Source: an optimization exercise on an open RTL-to-GDS flow (aim: small area and a short achievable clock period). Production flows keep margins and buffers that such runs may drop. Only simulation tests tie the RTL to the original design; equivalence was not proved. Power is estimated from default activity; no workload was simulated.

==> design.v <==
`default_nettype none
package mm_pkg;
  localparam int ARRAY_N = 3;
  localparam int ELEM_W = 8;
  localparam int ACC_W  = 16;
  typedef logic signed [ELEM_W-1:0] elem_t;
  typedef logic signed [ACC_W-1:0]  acc_t;
  typedef enum logic [1:0] {
    SEQ_IDLE = 2'd0,
    SEQ_RUN  = 2'd1,
    SEQ_DONE = 2'd2
  } seq_state_t;
endpackage
`default_nettype wire
`default_nettype none
package mm_regs_pkg;
  localparam int AXI_ADDR_W = 8;
  localparam int AXI_DATA_W = 32;
  localparam logic [AXI_ADDR_W-1:0] REG_CTRL   = 8'h00;
  localparam logic [AXI_ADDR_W-1:0] REG_STATUS = 8'h04;
  localparam logic [AXI_ADDR_W-1:0] OPND_BASE  = 8'h40;
  localparam logic [AXI_ADDR_W-1:0] RES_BASE   = 8'h80;
  localparam int CTRL_START = 0;
  localparam int CTRL_CLEAR = 1;
  localparam int STAT_BUSY = 0;
  localparam int STAT_DONE = 1;
  localparam int STAT_FULL = 2;
  typedef enum logic [1:0] {
    RESP_OKAY   = 2'b00,
    RESP_SLVERR = 2'b10
  } axi_resp_t;
endpackage
`default_nettype wire
`timescale 1ns/1ps
`default_nettype none
module mm_top (
  input  logic        clk,
  input  logic        rst_n,
  input  logic        i_awvalid,
  output logic        o_awready,
  input  logic [7:0]  i_awaddr,
  input  logic        i_wvalid,
  output logic        o_wready,
  input  logic [31:0] i_wdata,
  input  logic [3:0]  i_wstrb,
  output logic        o_bvalid,
  input  logic        i_bready,
  output logic [1:0]  o_bresp,
  input  logic        i_arvalid,
  output logic        o_arready,
  input  logic [7:0]  i_araddr,
  output logic        o_rvalid,
  input  logic        i_rready,
  output logic [31:0] o_rdata,
  output logic [1:0]  o_rresp
);
  logic        bvalid_q;
  logic        bslverr_q;
  logic        start_q;
  logic        clear_q;
  logic        busy_q;
  logic        done_q;
  logic [2:0]  cnt_q;
  logic [17:0] mask_q;
  logic        newbit_q;
  logic        full;
  logic        accept;
  logic        wr_go;
  logic        wr_ctrl;
  logic        wr_opnd;
  logic [4:0]  wr_slot;
  logic        opnd_we;
  assign wr_go     = i_awvalid && i_wvalid && !bvalid_q;
  assign o_awready = wr_go;
  assign o_wready  = wr_go;
  assign wr_ctrl = (i_awaddr == 8'h00);
  assign wr_opnd = (i_awaddr[1:0] == 2'b00) &&
                   ((i_awaddr[7:6] == 2'b01) || (i_awaddr[7:3] == 5'b10000));
  assign wr_slot = i_awaddr[6:2] - 5'd16;
  assign opnd_we = wr_go && wr_opnd && !busy_q;
  always_ff @(posedge clk or negedge rst_n) begin
    if (!rst_n) begin
      bvalid_q <= 1'b0;
      start_q  <= 1'b0;
      clear_q  <= 1'b0;
    end else begin
      if (bvalid_q && i_bready) bvalid_q <= 1'b0;
      if (wr_go) bvalid_q <= 1'b1;
      start_q <= wr_go && wr_ctrl && i_wdata[0];
      clear_q <= wr_go && wr_ctrl && i_wdata[1];
    end
  end
  always_ff @(posedge clk) begin
    if (wr_go) bslverr_q <= !(wr_ctrl || (wr_opnd && !busy_q));
  end
  assign o_bvalid = bvalid_q;
  assign o_bresp  = {bslverr_q, 1'b0};
  logic signed [7:0] opnd_q [18];
  always_ff @(posedge clk) begin
    for (int s = 0; s < 18; s++) begin
      if (opnd_we && wr_slot == 5'(s)) opnd_q[s] <= i_wdata[7:0];
    end
  end
  always_ff @(posedge clk or negedge rst_n) begin
    if (!rst_n) begin
      mask_q   <= '0;
      newbit_q <= 1'b0;
    end else begin
      newbit_q <= 1'b0;
      if (clear_q) begin
        mask_q <= '0;
      end else if (opnd_we) begin
        mask_q[wr_slot] <= 1'b1;
        newbit_q        <= !mask_q[wr_slot];
      end
    end
  end
  assign full = (&mask_q) && !newbit_q;
  assign accept = start_q && full && !busy_q;
  always_ff @(posedge clk or negedge rst_n) begin
    if (!rst_n) begin
      busy_q <= 1'b0;
      done_q <= 1'b0;
    end else if (accept) begin
      busy_q <= 1'b1;
      done_q <= 1'b0;
    end else if (busy_q && cnt_q == 3'd7) begin
      busy_q <= 1'b0;
      done_q <= 1'b1;
    end
  end
  always_ff @(posedge clk) begin
    if (accept) cnt_q <= 3'd0;
    else if (busy_q) cnt_q <= cnt_q + 3'd1;
  end
  logic [2:0] ph_i_q;
  logic [2:0] ph_j_q;
  always_ff @(posedge clk or negedge rst_n) begin
    if (!rst_n) begin
      ph_i_q <= 3'b001;
      ph_j_q <= 3'b001;
    end else begin
      ph_j_q <= {ph_j_q[1:0], ph_j_q[2]};
      if (ph_j_q[2]) ph_i_q <= {ph_i_q[1:0], ph_i_q[2]};
    end
  end
  logic signed [7:0]  a_sel [3];
  logic signed [7:0]  b_sel [3];
  logic signed [15:0] prod_q [3];
  logic        [15:0] sum;
  logic               ring_we;
  logic        [15:0] ring_q [9];
  always_comb begin
    for (int k = 0; k < 3; k++) begin
      a_sel[k] = ({8{ph_i_q[0]}} & opnd_q[k])     |
                 ({8{ph_i_q[1]}} & opnd_q[3 + k]) |
                 ({8{ph_i_q[2]}} & opnd_q[6 + k]);
      b_sel[k] = ({8{ph_j_q[0]}} & opnd_q[9 + 3 * k])     |
                 ({8{ph_j_q[1]}} & opnd_q[9 + 3 * k + 1]) |
                 ({8{ph_j_q[2]}} & opnd_q[9 + 3 * k + 2]);
    end
  end
  always_ff @(posedge clk) begin
    for (int k = 0; k < 3; k++) prod_q[k] <= a_sel[k] * b_sel[k];
  end
  assign sum     = prod_q[0] + prod_q[1] + prod_q[2];
  assign ring_we = accept || busy_q;
  always_ff @(posedge clk) begin
    ring_q[0] <= ring_we ? sum : ring_q[8];
    for (int p = 1; p < 9; p++) ring_q[p] <= ring_q[p-1];
  end
  logic        arready_q;
  logic        rvalid_q;
  logic        rslverr_q;
  logic [15:0] rdata_q;
  logic        ar_go;
  logic        rd_ctrl;
  logic        rd_stat;
  logic        rd_res;
  logic [8:0]  rd_k;
  logic [8:0]  phase;
  logic [8:0]  rd_pos;
  logic [15:0] rd_val;
  logic [15:0] rd_data;
  assign ar_go   = i_arvalid && arready_q;
  assign rd_ctrl = (i_araddr == 8'h00);
  assign rd_stat = (i_araddr == 8'h04);
  assign rd_res  = (i_araddr[7] == 1'b1) && (i_araddr[1:0] == 2'b00) &&
                   (i_araddr[6:2] <= 5'd8);
  always_comb begin
    for (int f = 0; f < 9; f++) phase[f] = ph_i_q[f / 3] && ph_j_q[f % 3];
    for (int k = 0; k < 9; k++) rd_k[k] = (i_araddr[5:2] == 4'(k));
    for (int p = 0; p < 9; p++) begin
      rd_pos[p] = 1'b0;
      for (int k = 0; k < 9; k++) rd_pos[p] = rd_pos[p] | (rd_k[k] & phase[(p + k + 2) % 9]);
    end
    rd_val = '0;
    for (int p = 0; p < 9; p++) rd_val = rd_val | ({16{rd_pos[p]}} & ring_q[p]);
    rd_data = '0;
    if (rd_res) rd_data = rd_val;
    else if (rd_stat) rd_data = {13'd0, full, done_q, busy_q};
  end
  always_ff @(posedge clk or negedge rst_n) begin
    if (!rst_n) begin
      arready_q <= 1'b0;
      rvalid_q  <= 1'b0;
    end else if (ar_go) begin
      arready_q <= 1'b0;
      rvalid_q  <= 1'b1;
    end else begin
      if (rvalid_q && i_rready) rvalid_q <= 1'b0;
      arready_q <= !rvalid_q || i_rready;
    end
  end
  always_ff @(posedge clk) begin
    if (ar_go) begin
      rslverr_q <= !(rd_ctrl || rd_stat || rd_res);
      rdata_q   <= rd_data;
    end
  end
  assign o_arready = arready_q;
  assign o_rvalid  = rvalid_q;
  assign o_rresp   = {rslverr_q, 1'b0};
  assign o_rdata   = {{16{rdata_q[15]}}, rdata_q};
endmodule
`default_nettype wire
==> run.sh <==
#!/bin/bash
# synth_recipe.tcl (not shown) runs the flow's synth.tcl, then flattens the netlist and writes it again
# the make line also repeats each setting of config.mk as NAME=value (left out here)
make -C /OpenROAD-flow-scripts/flow DESIGN_CONFIG=/design/flow/config.mk WORK_HOME=/design/flow/orfs CLKGATE_MAP_FILE= SYNTH_SCRIPT=/design/flow/synth_recipe.tcl finish
==> config.mk <==
export PLATFORM = sky130hd
export DESIGN_NAME = mm_top
export DESIGN_NICKNAME = mm_top
export VERILOG_FILES = /design/flow/design.v
export SDC_FILE = /design/flow/constraint.sdc
export NUM_CORES = 4
export LEC_CHECK = 0
export CAP_MARGIN = 20
export CORE_MARGIN = 2
export CORE_UTILIZATION = 40
export PLACE_DENSITY = 0.6
export SETUP_SLACK_MARGIN = 3.5
export SLEW_MARGIN = 20
==> constraint.sdc <==
create_clock -name core_clock -period 8.0 [get_ports {clk}]
set_input_delay 1.6000 -clock core_clock [delete_from_list [all_inputs] [get_ports {clk}]]
set_output_delay 1.6000 -clock core_clock [all_outputs]
set_load 0.01 [all_outputs]
==> reports/results.txt, run 1 <==
number of unique standard cell types used by synthesis: 92
antenna diode count: 0
worst clock skew on the final layout: 0.0199 ns
worst setup path category: register to register
top cell types by occurrence after synthesis: sky130_fd_sc_hd__inv_1, sky130_fd_sc_hd__nor2_1, sky130_fd_sc_hd__dfxtp_1
basic-gate share of the synthesized area counting and, or, nand and nor cells: 12.6%
VDD IR max: 133 µV
number of cell rows: 86
Worst Hold Class: register to register
cell type with the highest occurrence count on the critical path: sky130_fd_sc_hd__fa_1
Buffers & Inverters on Critical Path: 6
clock input transition at the sequential cells of the worst setup and hold paths: 0.06 ns
wirelength, routed: 54,700 µm
overflow left after global routing: 0
area share of fa/ha/maj cells after synthesis: 22.5%
Chip Height: 240 µm
global-route total usage across every layer: 19.2%
final critical delay including setup and external delays: 5.15 ns
DRC violations left: 0
Routability Congestion: 0.852
per-cell via count in the routed design: 5.15
# Max-Cap Violations: 0
most used flip-flop cell after synthesis: sky130_fd_sc_hd__dfxtp_1
top post-synthesis cells by area: sky130_fd_sc_hd__edfxtp_1, sky130_fd_sc_hd__dfxtp_1, sky130_fd_sc_hd__fa_1
vias: 15,227
Sink Count: 389
Skew-Pair Late Insertion Delay: 0.55 ns
CP Data Arrival Time: 5.56 ns
placeable core region: 55,000 µm²
post-synthesis to final-layout area growth: 21.4%
CP delay by family, top: adder cells
half-perimeter wire length after detailed placement: 36,800 µm
violation count after the first detailed-routing iteration: 1,063
number of non-filler instances in the completed layout: 2,958
post-synth top area share: 21.9%
maximum clock frequency: 0.194 GHz
share of cell area taken by muxes after synthesis: 1.31%
CP Data Required Time: 8.40 ns
ordered cell list for the critical path: buf_12 -> buf_4 -> a222oi_1 -> buf_4 -> nand2_1 -> fa_1 -> fa_1 -> inv_1 -> fa_1 -> inv_1 -> fa_1 -> inv_2 -> ha_4 -> nand2_4 -> o21ai_4 -> or4_4 -> a31o_4 -> o41ai_4 -> xnor2_1
Critical Path End Type: register
setup slack after placement: 1.91 ns
count of input and output buffers: 69
Synth Area in Compound Gates: 10.5%
detailed-route wire length per cell: 18.5 µm
max-slew violations: 0
Total Power: 0.00403 W
hold buffer count at cts: 0
H-tree Lvls: 2
number of nets with antenna violations after detailed routing: 0
setup TNS: 0 ns
initial cell density of the core: 40.4%
result of the run: timing/DRC/antenna clean
# placed instances: 2,767
Gate Count Post-Synth: 1,992
Final Hold Violating Endpoints: 0
Root Buffer: sky130_fd_sc_hd__clkbuf_16
number of detailed-route iterations in the first pass: 5
die extent in x: 240 µm
count of synthesis-stage warnings from yosys: 6
most area-hungry cell type in the Yosys netlist: sky130_fd_sc_hd__edfxtp_1
nets@finish: 2,528
vias in the first global route: 15,650
mean instance size in the synthesized netlist: 11.1 µm²
post-synthesis async set-or-reset flop share: 8.23%
number of enable-type register cells in the synthesized netlist: 162
final setup margin: 2.85 ns
Slew headroom: 33.0%
final period utilization: 64.4%
unrepaired setup endpoints after global routing: true
critical-path cell with the highest stage delay: sky130_fd_sc_hd__dfstp_4
Seq/Total Area, Yosys: 43.1%
number of antenna violations at the first check in global routing: 0
startpoint kind of the worst setup timing path: register
share of cells above drive strength 1: 20.5%
Post-Syn Area: 22,200 µm²
global-route wire length before repair: 86,300 µm
share of the core filled with cells: 49.0%
Critical Path Fanout Max: 6
number of filler cells placed in the layout: 4,834
share of the synthesized netlist area taken by xor and xnor gates: 2.37%
total setup violations reported at the end of the flow: 0
Clock Tree Buf Depth: 3
Leak: 10.7 nW
critical path's largest stage delay: 0.53 ns
largest net degree at the start of global routing: 50
most frequent cell after synthesis: sky130_fd_sc_hd__inv_1
power density normalized to cell area: 150 nW/µm²
measured slew at the worst slew-check pin: 1.00 ns
number of buffers added by the clock tree synthesis step: 39
IO Pins: 100
largest family of logic cells by synthesized area: adder cells
TritonCTS clock tree: done
area enclosed by the die boundary: 57,400 µm²
count of state elements after synthesis: 389
-- repair_timing --
action,in CTS,in global routing
buffers inserted,88,30
gates cloned,1,0
pin swaps,55,60
gates resized for setup,93,105
setup endpoints to repair,36,36
-- layer usage --
layer | wire length (µm) | global-route usage (%) | up-vias | share of wire [%]
met4 | 1350 | 5.51 | 0 | 2.5
li1 | - | - | 7188 | -
met2 | 26400 | 32.6 | 421 | 48
met3 | 2810 | 2.98 | 73 | 5.1
met5 | 0 | 0 | - | 0
met1 | 24100 | 25.4 | 7545 | 44
-- cells in the final DEF, fill, tap and decap left out, types with 26 or more instances in the layout --
cell type / n
sky130_fd_sc_hd__a222oi_1: 50
sky130_fd_sc_hd__ha_1: 81
sky130_fd_sc_hd__dfrtp_1: 26
sky130_fd_sc_hd__dfxtp_1: 195
sky130_fd_sc_hd__buf_4: 136
sky130_fd_sc_hd__fa_1: 162
sky130_fd_sc_hd__or2_2: 30
sky130_fd_sc_hd__clkdlybuf4s50_1: 69
sky130_fd_sc_hd__edfxtp_1: 162
sky130_fd_sc_hd__nor2b_1: 37
sky130_fd_sc_hd__xnor2_1: 41
sky130_fd_sc_hd__inv_1: 261
sky130_fd_sc_hd__o21ai_0: 64
sky130_fd_sc_hd__nor2_1: 188
sky130_fd_sc_hd__nand2_1: 69
sky130_fd_sc_hd__clkbuf_16: 41
sky130_fd_sc_hd__a21oi_1: 48
-- report_power, final --
part	switching (W)	internal (W)	leakage, nW
registers	0.00000555	0.00208	3.46
clock network	0.000769	0.00105	0.614
logic	0.0000730	0.0000507	6.59
-- stage by stage --
step	instance area, µm²	hold slack, ns
2_1_floorplan	22500	0.325
3_3_place_gp	23700	0.327
3_5_place_dp	23800	0.330
4_1_cts	26300	0.344
5_1_grt	26900	0.352
6_report	26900	0.342
-- final timing paths --
path | start | to | slack [ns] | cells past startpoint
worst max-delay path | ph_i_q[0] | prod_q[2][15] | 2.85 | 19
worst min-delay path | ring_q[5][6] | ring_q[6][6] | 0.34 | 0
worst max register to register | ph_i_q[0] | prod_q[2][15] | 2.85 | 19
worst min register to register | ring_q[5][6] | ring_q[6][6] | 0.34 | 0
max in group asynchronous | rst_n | ph_i_q[2] | 6.15 | 2
min in group asynchronous | rst_n | busy_q | 1.48 | 2
-- logic make-up after synthesis --
| family | after synthesis |
|---|---|
| and+or+nand+nor | 540 |
| DFF | 389 |
| buffers and inverters | 378 |
| AOI/OAI and AO/OA | 315 |
| adders and majority gates | 290 |
| xor gates and xnor gates | 60 |
| muxes | 19 |
| other | 1 |
-- area by class of cell --
cell class | count | area, µm² | share of cell area [%]
clock buffers | 53 | 1080 | 4.01
clock inverters | 19 | 183 | 0.678
inverters | 284 | 1070 | 3.97
multi-input cells | 1226 | 11900 | 44.1
flip-flops and latches | 389 | 9590 | 35.6
well taps | 748 | 936 | 3.47
repair buffers | 239 | 2190 | 8.12
-- flip-flops by register name (all words and copies together), names as in the netlist --
register	cells
opnd_q	144
ring_q	144
prod_q	48
mask_q	18
rdata_q	16
cnt_q	3
ph_i_q	3
ph_j_q	3
arready_q	1
bslverr_q	1
busy_q	1
bvalid_q	1
clear_q	1
done_q	1
newbit_q	1
rslverr_q	1
rvalid_q	1
start_q	1
==> inputs of run 2 (changes only) <==
--- a/config.mk
+++ b/config.mk
@@ -9,5 +9,4 @@
 export CORE_MARGIN = 2
 export CORE_UTILIZATION = 40
 export PLACE_DENSITY = 0.6
-export SETUP_SLACK_MARGIN = 3.5
 export SLEW_MARGIN = 20
==> reports/results.txt, run 2 <==
violation count after the first detailed-routing iteration: 1,062 (-0.094%)
startpoint of the lowest-slack hold path: ring_q[1][8]
clock input transition at the sequential cells of the worst setup and hold paths: 0.07 ns (about the same)
placeable core region: 55,000 µm² (unchanged)
IO Pins: 100 (unchanged)
quantity of gates resized following cts: 0 (-100%)
Critical Path Fanout Max: 23 (+17)
Critical Path End Type: register
R2R cell count: 18 (-1)
max-slew violations: 0 (unchanged)
power density normalized to cell area: 166 nW/µm² (+11%)
global-route wire length before repair: 80,900 µm (-6.2%)
share of cells above drive strength 1: 9.75% (-11 points)
number of enable-type register cells in the synthesized netlist: 162 (unchanged)
post-synthesis async set-or-reset flop share: 8.23% (unchanged)
Clock Tree Buf Depth: 3 (unchanged)
number of buffers added by the clock tree synthesis step: 41 (+5.1%)
initial cell density of the core: 40.4% (unchanged)
most area-hungry cell type in the Yosys netlist: sky130_fd_sc_hd__edfxtp_1
commonest cells after routing, fill and taps aside: sky130_fd_sc_hd__inv_1, sky130_fd_sc_hd__nor2_1, sky130_fd_sc_hd__dfxtp_1, sky130_fd_sc_hd__fa_1, sky130_fd_sc_hd__edfxtp_1
hold worst-path end: ring_q[2][8]
vias: 14,676 (-3.6%)
Final Cell Area: 25,100 µm² (-6.9%)
count of input and output buffers: 69 (unchanged)
CP Data Arrival Time: 6.59 ns (+1.03 ns)
count of state elements after synthesis: 389 (unchanged)
TritonCTS clock tree: done
Post-DP Area: 23,600 µm² (-0.72%)
VDD IR max: 161 µV (+20%)
final critical delay including setup and external delays: 6.19 ns (+1.04 ns)
setup TNS: 0 ns (unchanged)
Slew headroom: 21.1% (-12 points)
half-perimeter wire length after detailed placement: 36,200 µm (-1.5%)
slack of the worst reg-to-reg path: 1.81 ns (-1.04 ns)
top post-synthesis cells by area: sky130_fd_sc_hd__edfxtp_1, sky130_fd_sc_hd__dfxtp_1, sky130_fd_sc_hd__fa_1
global-route total usage across every layer: 17.8% (-1.4 points)
worst hold margin: 0.345 ns (+0.00247 ns)
wirelength, routed: 49,800 µm (-8.8%)
# Max-Cap Violations: 0 (unchanged)
CP Data Required Time: 8.40 ns (about the same)
number of detailed-route iterations in the first pass: 6 (+1)
total setup violations reported at the end of the flow: 0 (unchanged)
number of antenna violations at the first check in global routing: 2 (+2)
die extent in x: 240 µm (unchanged)
Root Buffer: sky130_fd_sc_hd__clkbuf_16
number of cell rows: 86 (unchanged)
overflow left after global routing: 0 (unchanged)
post-synth top area share: 21.9% (unchanged)
detailed-route wire length per cell: 17.5 µm (-5.4%)
Leak: 10.0 nW (-6.2%)
startpoint kind of the worst setup timing path: register
area enclosed by the die boundary: 57,400 µm² (unchanged)
Skew-Pair Late Insertion Delay: 0.54 ns (about the same)
terminus of the critical flop-to-flop path: prod_q[1][13]
worst setup path category: register to register
Sink Count: 389 (unchanged)
most frequent cell after synthesis: sky130_fd_sc_hd__inv_1
Total Power: 0.00417 W (+3.5%)
Worst Hold Class: register to register
number of nets with antenna violations after detailed routing: 0 (unchanged)
post-synthesis to final-layout area growth: 13.0%
largest net degree at the start of global routing: 51 (+2.0%)
top cell types by occurrence after synthesis: sky130_fd_sc_hd__inv_1, sky130_fd_sc_hd__nor2_1, sky130_fd_sc_hd__dfxtp_1
worst clock skew on the final layout: 0.0183 ns (-0.00159 ns)
per-cell via count in the routed design: 5.15 (about the same)
Chip Height: 240 µm (unchanged)
start of the worst register-to-register path: ph_i_q[2]
hold path cells: 0 (unchanged)
measured slew at the worst slew-check pin: 1.18 ns (+0.182 ns)
most common library cell in the layout ignoring fill and taps: sky130_fd_sc_hd__inv_1
hold buffer count at cts: 0 (unchanged)
final period utilization: 77.4% (+13 points)
H-tree Lvls: 2 (unchanged)
Routability Congestion: 0.845 (-0.86%)
Gate Count Post-Synth: 1,992 (unchanged)
Seq/Total Area, Yosys: 43.1% (unchanged)
maximum clock frequency: 0.162 GHz (-17%)
count of synthesis-stage warnings from yosys: 6 (unchanged)
Final Hold Violating Endpoints: 0 (unchanged)
most used flip-flop cell after synthesis: sky130_fd_sc_hd__dfxtp_1
nets@finish: 2,419 (-4.3%)
result of the run: timing/DRC/antenna clean
Post-Syn Area: 22,200 µm² (unchanged)
vias in the first global route: 15,120 (-3.4%)
setup bufs post-CTS: 0 (-100%)
mean instance size in the synthesized netlist: 11.1 µm² (unchanged)
largest registers in the final layout: opnd_q (144), ring_q (144), prod_q (48)
unrepaired setup endpoints after global routing: false
number of unique standard cell types used by synthesis: 92 (unchanged)
DRC violations left: 0 (unchanged)
==> run 2: cell counts after synthesis <==
No cell type changed its count.
==> run 2: logic make-up (layout without fill, tap and decap cells) <==
kind of cell	after synthesis	after routing	share of synthesized area (%)
compound gates	315	315	10.5
xor+xnor	60	60	2.37
fa+ha+maj	290	290	22.5
buf+inv	378	488	7.58
flops	389	389	43.1
mux	19	19	1.31
other cells	1	3	0.0169
simple gates	540	540	12.6
==> run 2: final cells by class <==
cell class              instances  area [µm²]
fillers                      5099       29900
flip-flops and latches        389        9570
diodes                          1        2.50
clock buffers                  55        1170
inverters                     284        1070
clock inverters                21         241
well taps                     748         936
repair buffers                128        1130
multi-input cells            1226       11000
==> run 2: worst max path at each step <==
stage / start / end / slack [ns] / cells past startpoint
2_1_floorplan: ph_i_q[0] / prod_q[2][15] / 2.47 / 21
5_1_grt: ph_j_q[2] / prod_q[0][12] / 1.44 / 17
3_3_place_gp: ph_j_q[1] / prod_q[2][15] / 1.67 / 18
6_report: ph_i_q[2] / prod_q[1][13] / 1.81 / 18
3_5_place_dp: ph_j_q[2] / prod_q[0][15] / 1.76 / 17
4_1_cts: ph_j_q[2] / prod_q[0][15] / 1.76 / 17
==> run 2: metrics by stage <==
step,utilization [%],worst slack [ns],std cells
finish,45.6,1.81,2852
global route,45.6,1.44,2851
floorplan,-,2.47,1993
global placement,42.9,1.67,2764
detailed placement,43.0,1.76,2771
CTS,45.5,1.76,2847
==> run 2: worst max-delay path: stages, from the launching register on <==
cell	delay [ns]
sky130_fd_sc_hd__dfrtp_1	0.74
sky130_fd_sc_hd__buf_12	0.34
sky130_fd_sc_hd__a222oi_1	1.00
sky130_fd_sc_hd__nor2_1	0.15
sky130_fd_sc_hd__fa_1	0.58
sky130_fd_sc_hd__inv_1	0.05
sky130_fd_sc_hd__fa_1	0.53
sky130_fd_sc_hd__inv_1	0.05
sky130_fd_sc_hd__fa_1	0.47
sky130_fd_sc_hd__inv_1	0.04
sky130_fd_sc_hd__fa_1	0.47
sky130_fd_sc_hd__inv_1	0.04
sky130_fd_sc_hd__ha_1	0.32
sky130_fd_sc_hd__nand2_1	0.06
sky130_fd_sc_hd__o21ai_0	0.43
sky130_fd_sc_hd__o311ai_0	0.27
sky130_fd_sc_hd__nand2_1	0.10
sky130_fd_sc_hd__nor2_1	0.05
sky130_fd_sc_hd__xnor2_1	0.33
==> run 2: routing by layer <==
metal	GRT usage, %	wire, µm	vias to the layer above
met1	23.7	22600	7296
li1	-	-	6957
met5	0	0	-
met4	4.09	943	0
met2	30.8	24200	353
met3	2.29	2140	70
==> run 2: report_power, final <==
part / switching [W] / total, W / leakage, nW / internal [W]
Combinational: 0.0000726 / 0.000123 / 5.86 / 0.0000507
Clock: 0.000793 / 0.00196 / 0.682 / 0.00117
Sequential: 0.00000553 / 0.00208 / 3.47 / 0.00208
==> inputs of run 3 (changes only) <==
--- a/config.mk
+++ b/config.mk
@@ -5,8 +5,10 @@
 export SDC_FILE = /design/flow/constraint.sdc
 export NUM_CORES = 4
 export LEC_CHECK = 0
+export ABC_CLOCK_PERIOD_IN_PS = 4000
 export CAP_MARGIN = 20
 export CORE_MARGIN = 2
-export CORE_UTILIZATION = 40
-export PLACE_DENSITY = 0.6
+export CORE_UTILIZATION = 60
+export PLACE_DENSITY = 0.7
+export SETUP_SLACK_MARGIN = 3.5
 export SLEW_MARGIN = 20
==> reports/results.txt, run 3 <==
result of the run: timing/DRC/antenna clean
area enclosed by the die boundary: 38,500 µm² (-33%)
number of enable-type register cells in the synthesized netlist: 162 (unchanged)
initial cell density of the core: 60.8% (+20 points)
combinational fraction of design power: 3.1% (about the same)
IO Pins: 100 (unchanged)
Critical Path Fanout Max: 8 (-65%)
switching share of power: 21.6% (+0.66 points)
H-tree Lvls: 2 (unchanged)
setup TNS: 0 ns (unchanged)
total setup violations reported at the end of the flow: 0 (unchanged)
# Max-Cap Violations: 0 (unchanged)
final period utilization: 64.0% (-13 points)
CP Data Required Time: 8.49 ns (+0.09 ns)
Final Hold Violating Endpoints: 0 (unchanged)
Total Power: 0.00404 W (-3.1%)
Skew-Pair Late Insertion Delay: 0.57 ns (+0.03 ns)
share of the synthesized netlist area taken by xor and xnor gates: 2.37% (unchanged)
Root Buffer: sky130_fd_sc_hd__clkbuf_16
number of detailed-route iterations in the first pass: 7 (+1)
Sink Count: 389 (unchanged)
Gate Count Post-Synth: 1,992 (unchanged)
worst hold margin: 0.344 ns (-0.000912 ns)
Chip Height: 196 µm (-18%)
Post-Syn Area: 22,200 µm² (unchanged)
net switching power: 0.000871 W (about the same)
TritonCTS clock tree: done
Post-DP Area: 23,400 µm² (-0.78%)
maximum clock frequency: 0.195 GHz (+21%)
die extent in x: 196 µm (-18%)
Seq/Total Area, Yosys: 43.1% (unchanged)
number of nets with antenna violations after detailed routing: 0 (unchanged)
vias: 15,412 (+5.0%)
power density normalized to cell area: 155 nW/µm² (-7.0%)
most common library cell in the layout ignoring fill and taps: sky130_fd_sc_hd__inv_1
clock input transition at the sequential cells of the worst setup and hold paths: 0.07 ns (about the same)
count of synthesis-stage warnings from yosys: 6 (unchanged)
Worst Hold Class: register to register
half-perimeter wire length after detailed placement: 34,900 µm (-3.5%)
nets@finish: 2,517 (+4.1%)
mean instance size in the synthesized netlist: 11.1 µm² (unchanged)
count of state elements after synthesis: 389 (unchanged)
final critical delay including setup and external delays: 5.12 ns (-1.07 ns)
Leak: 10.5 nW (+5.3%)
measured slew at the worst slew-check pin: 0.896 ns (-0.288 ns)
largest net degree at the start of global routing: 51 (unchanged)
number of buffers added by the clock tree synthesis step: 40 (-2.4%)
unrepaired setup endpoints after global routing: true
Sequential Power Share: 51.6% (+1.6 points)
largest family of logic cells by synthesized area: adder cells
violation count after the first detailed-routing iteration: 1,331 (+25%)
top cell types by occurrence after synthesis: sky130_fd_sc_hd__inv_1, sky130_fd_sc_hd__nor2_1, sky130_fd_sc_hd__dfxtp_1
Critical Path End Type: register
number of antenna violations at the first check in global routing: 0 (-2)
share of cells above drive strength 1: 18.3% (+8.5 points)
worst setup path category: register to register
largest registers in the final layout: opnd_q (144), ring_q (144), prod_q (48)
most used flip-flop cell after synthesis: sky130_fd_sc_hd__dfxtp_1
detailed-route wire length per cell: 19.5 µm (+12%)
Synth Area in Compound Gates: 10.5% (unchanged)
wirelength, routed: 52,100 µm (+4.5%)
number of unique standard cell types used by synthesis: 92 (unchanged)
CP Data Arrival Time: 5.61 ns (-0.98 ns)
startpoint kind of the worst setup timing path: register
global-route wire length before repair: 83,200 µm (+2.8%)
Final Cell Area: 26,100 µm² (+4.2%)
overflow left after global routing: 0 (unchanged)
number of cell rows: 70 (-19%)
DRC violations left: 0 (unchanged)
Slew headroom: 40.3% (+19 points)
most frequent cell after synthesis: sky130_fd_sc_hd__inv_1
max-slew violations: 0 (unchanged)
worst clock skew on the final layout: 0.0357 ns (+0.0174 ns)
vias in the first global route: 15,919 (+5.3%)
basic-gate share of the synthesized area counting and, or, nand and nor cells: 12.6% (unchanged)
count of input and output buffers: 69 (unchanged)
post-synthesis async set-or-reset flop share: 8.23% (unchanged)
cell internal power dissipation: 0.00317 W (-3.9%)
number of filler cells placed in the layout: 2,524 (-51%)
share of cell area taken by muxes after synthesis: 1.31% (unchanged)
clock share of power: 45.4% (-1.7 points)
post-synth top area share: 21.9% (unchanged)
most area-hungry cell type in the Yosys netlist: sky130_fd_sc_hd__edfxtp_1
global-route total usage across every layer: 27.8% (+10 points)
hold buffer count at cts: 0 (unchanged)
share of the core filled with cells: 71.5% (+26 points)
Clock Tree Buf Depth: 3 (unchanged)
post-synthesis to final-layout area growth: 17.7%
placeable core region: 36,500 µm² (-34%)
area share of fa/ha/maj cells after synthesis: 22.5% (unchanged)
per-cell via count in the routed design: 5.77 (+12%)
top post-synthesis cells by area: sky130_fd_sc_hd__edfxtp_1, sky130_fd_sc_hd__dfxtp_1, sky130_fd_sc_hd__fa_1
VDD IR max: 189 µV (+17%)
commonest cells after routing, fill and taps aside: sky130_fd_sc_hd__inv_1, sky130_fd_sc_hd__dfxtp_1, sky130_fd_sc_hd__nor2_1, sky130_fd_sc_hd__fa_1, sky130_fd_sc_hd__edfxtp_1
Routability Congestion: 0.863 (+2.1%)
run 3: cell counts after synthesis:
No cell type changed its count.
run 3: cell families after synthesis:
| group | after synthesis |
|---|---|
| AND/OR/NAND/NOR | 540 |
| flip-flops | 389 |
| buffers and inverters | 378 |
| AO/OA/AOI/OAI | 315 |
| adder cells (fa/ha/maj) | 290 |
| XOR/XNOR | 60 |
| multiplexers | 19 |
| other | 1 |
run 3: path summary, 6_finish.rpt:
kind	from	to	slack, ns	cells past startpoint
setup / recovery	ph_j_q[0]	prod_q[2][15]	2.88	18
hold / removal	ring_q[5][0]	ring_q[6][0]	0.34	0
setup reg to reg	ph_j_q[0]	prod_q[2][15]	2.88	18
hold reg to reg	ring_q[5][0]	ring_q[6][0]	0.34	0
max in group asynchronous	rst_n	ph_j_q[1]	6.19	2
min in group asynchronous	rst_n	busy_q	1.44	2
run 3: per-stage QoR:
stage	worst slack, ns	instances
2_1_floorplan	2.72	1993
3_3_place_gp	2.11	2480
3_5_place_dp	2.13	2489
4_1_cts	2.91	2655
5_1_grt	2.74	2668
6_report	2.88	2669
run 3: area by class of cell:
type,instances,area (µm²),share of cell area [%]
Clock inverter,23,179,0.685
Sequential cell,389,9590,36.7
Multi-Input combinational cell,1226,11500,44.1
Inverter,284,1070,4.08
Antenna cell,1,2.50,0.00958
Clock buffer,51,1130,4.31
Tap cell,468,586,2.24
Timing Repair Buffer,227,2050,7.83
run 3: critical path: stages (launching register included):
cell and delay, ns:
sky130_fd_sc_hd__dfstp_4 0.71, sky130_fd_sc_hd__buf_12 0.14, sky130_fd_sc_hd__a222oi_1 0.13, sky130_fd_sc_hd__buf_4 0.21, sky130_fd_sc_hd__or2_2 0.32, sky130_fd_sc_hd__fa_1 0.49
sky130_fd_sc_hd__fa_1 0.49, sky130_fd_sc_hd__inv_1 0.05, sky130_fd_sc_hd__fa_1 0.47, sky130_fd_sc_hd__inv_1 0.04, sky130_fd_sc_hd__fa_1 0.48, sky130_fd_sc_hd__inv_2 0.04
sky130_fd_sc_hd__ha_4 0.23, sky130_fd_sc_hd__nand2_2 0.07, sky130_fd_sc_hd__o21ai_2 0.07, sky130_fd_sc_hd__or4_4 0.45, sky130_fd_sc_hd__a31o_4 0.26, sky130_fd_sc_hd__o41ai_4 0.23
sky130_fd_sc_hd__xnor2_1 0.15
run 3: routing by layer:
| layer | vias up | share of wire, % | global-route usage (%) | routed length [µm] |
|---|---|---|---|---|
| met5 | - | 0 | 0 | 0 |
| met4 | 0 | 3.1 | 9.88 | 1620 |
| met3 | 106 | 6.2 | 3.71 | 3210 |
| met2 | 508 | 49 | 48.8 | 25700 |
| met1 | 7635 | 41 | 35.4 | 21500 |
| li1 | 7163 | - | - | - |
run 3: power by group through the flow:
stage,clock network [W],registers (W),logic [W]
2_1_floorplan,0,0.00213,0.0000610
3_3_place_gp,0,0.00213,0.000121
3_5_place_dp,0,0.00213,0.000123
4_1_cts,0.00186,0.00208,0.000123
5_1_grt,0.00194,0.00208,0.000133
6_report,0.00183,0.00208,0.000124
run 3: what timing repair did:
action,CTS,global route
resized for setup,70,47
setup endpoints to repair,34,28
pin swaps,55,22
cloned,1,1
setup buffers,91,12

-- separate check: timing with driven ports --
The flow's constraints put no driver on any port. The routed layouts listed below were extracted and timed again, unchanged, in two steps. Step 1 (the two cells are an assumption about what drives the block):
set clk [get_ports {clk}]
set_driving_cell -lib_cell sky130_fd_sc_hd__clkbuf_16 $clk
set_driving_cell -lib_cell sky130_fd_sc_hd__buf_2 [delete_from_list [all_inputs] $clk]
Step 2 also shifts input and output timing later by t, the mid clock arrival at the registers, as if the neighbouring blocks saw the same clock. a / b / c = ideal ports / drivers / drivers and shift; a / b = the first two.
run	t, ns	setup slack, ns	worst setup path at the end	worst data-port slew with drivers (ns)
run 1	0.589	2.845 / 2.845 / 2.845	register to register	0.03
run 2	0.593	1.809 / 1.809 / 1.809	register to register	0.04
run 3	0.603	2.879 / 2.879 / 2.879	register to register	0.04
After both steps setup and hold are still met in every run listed.
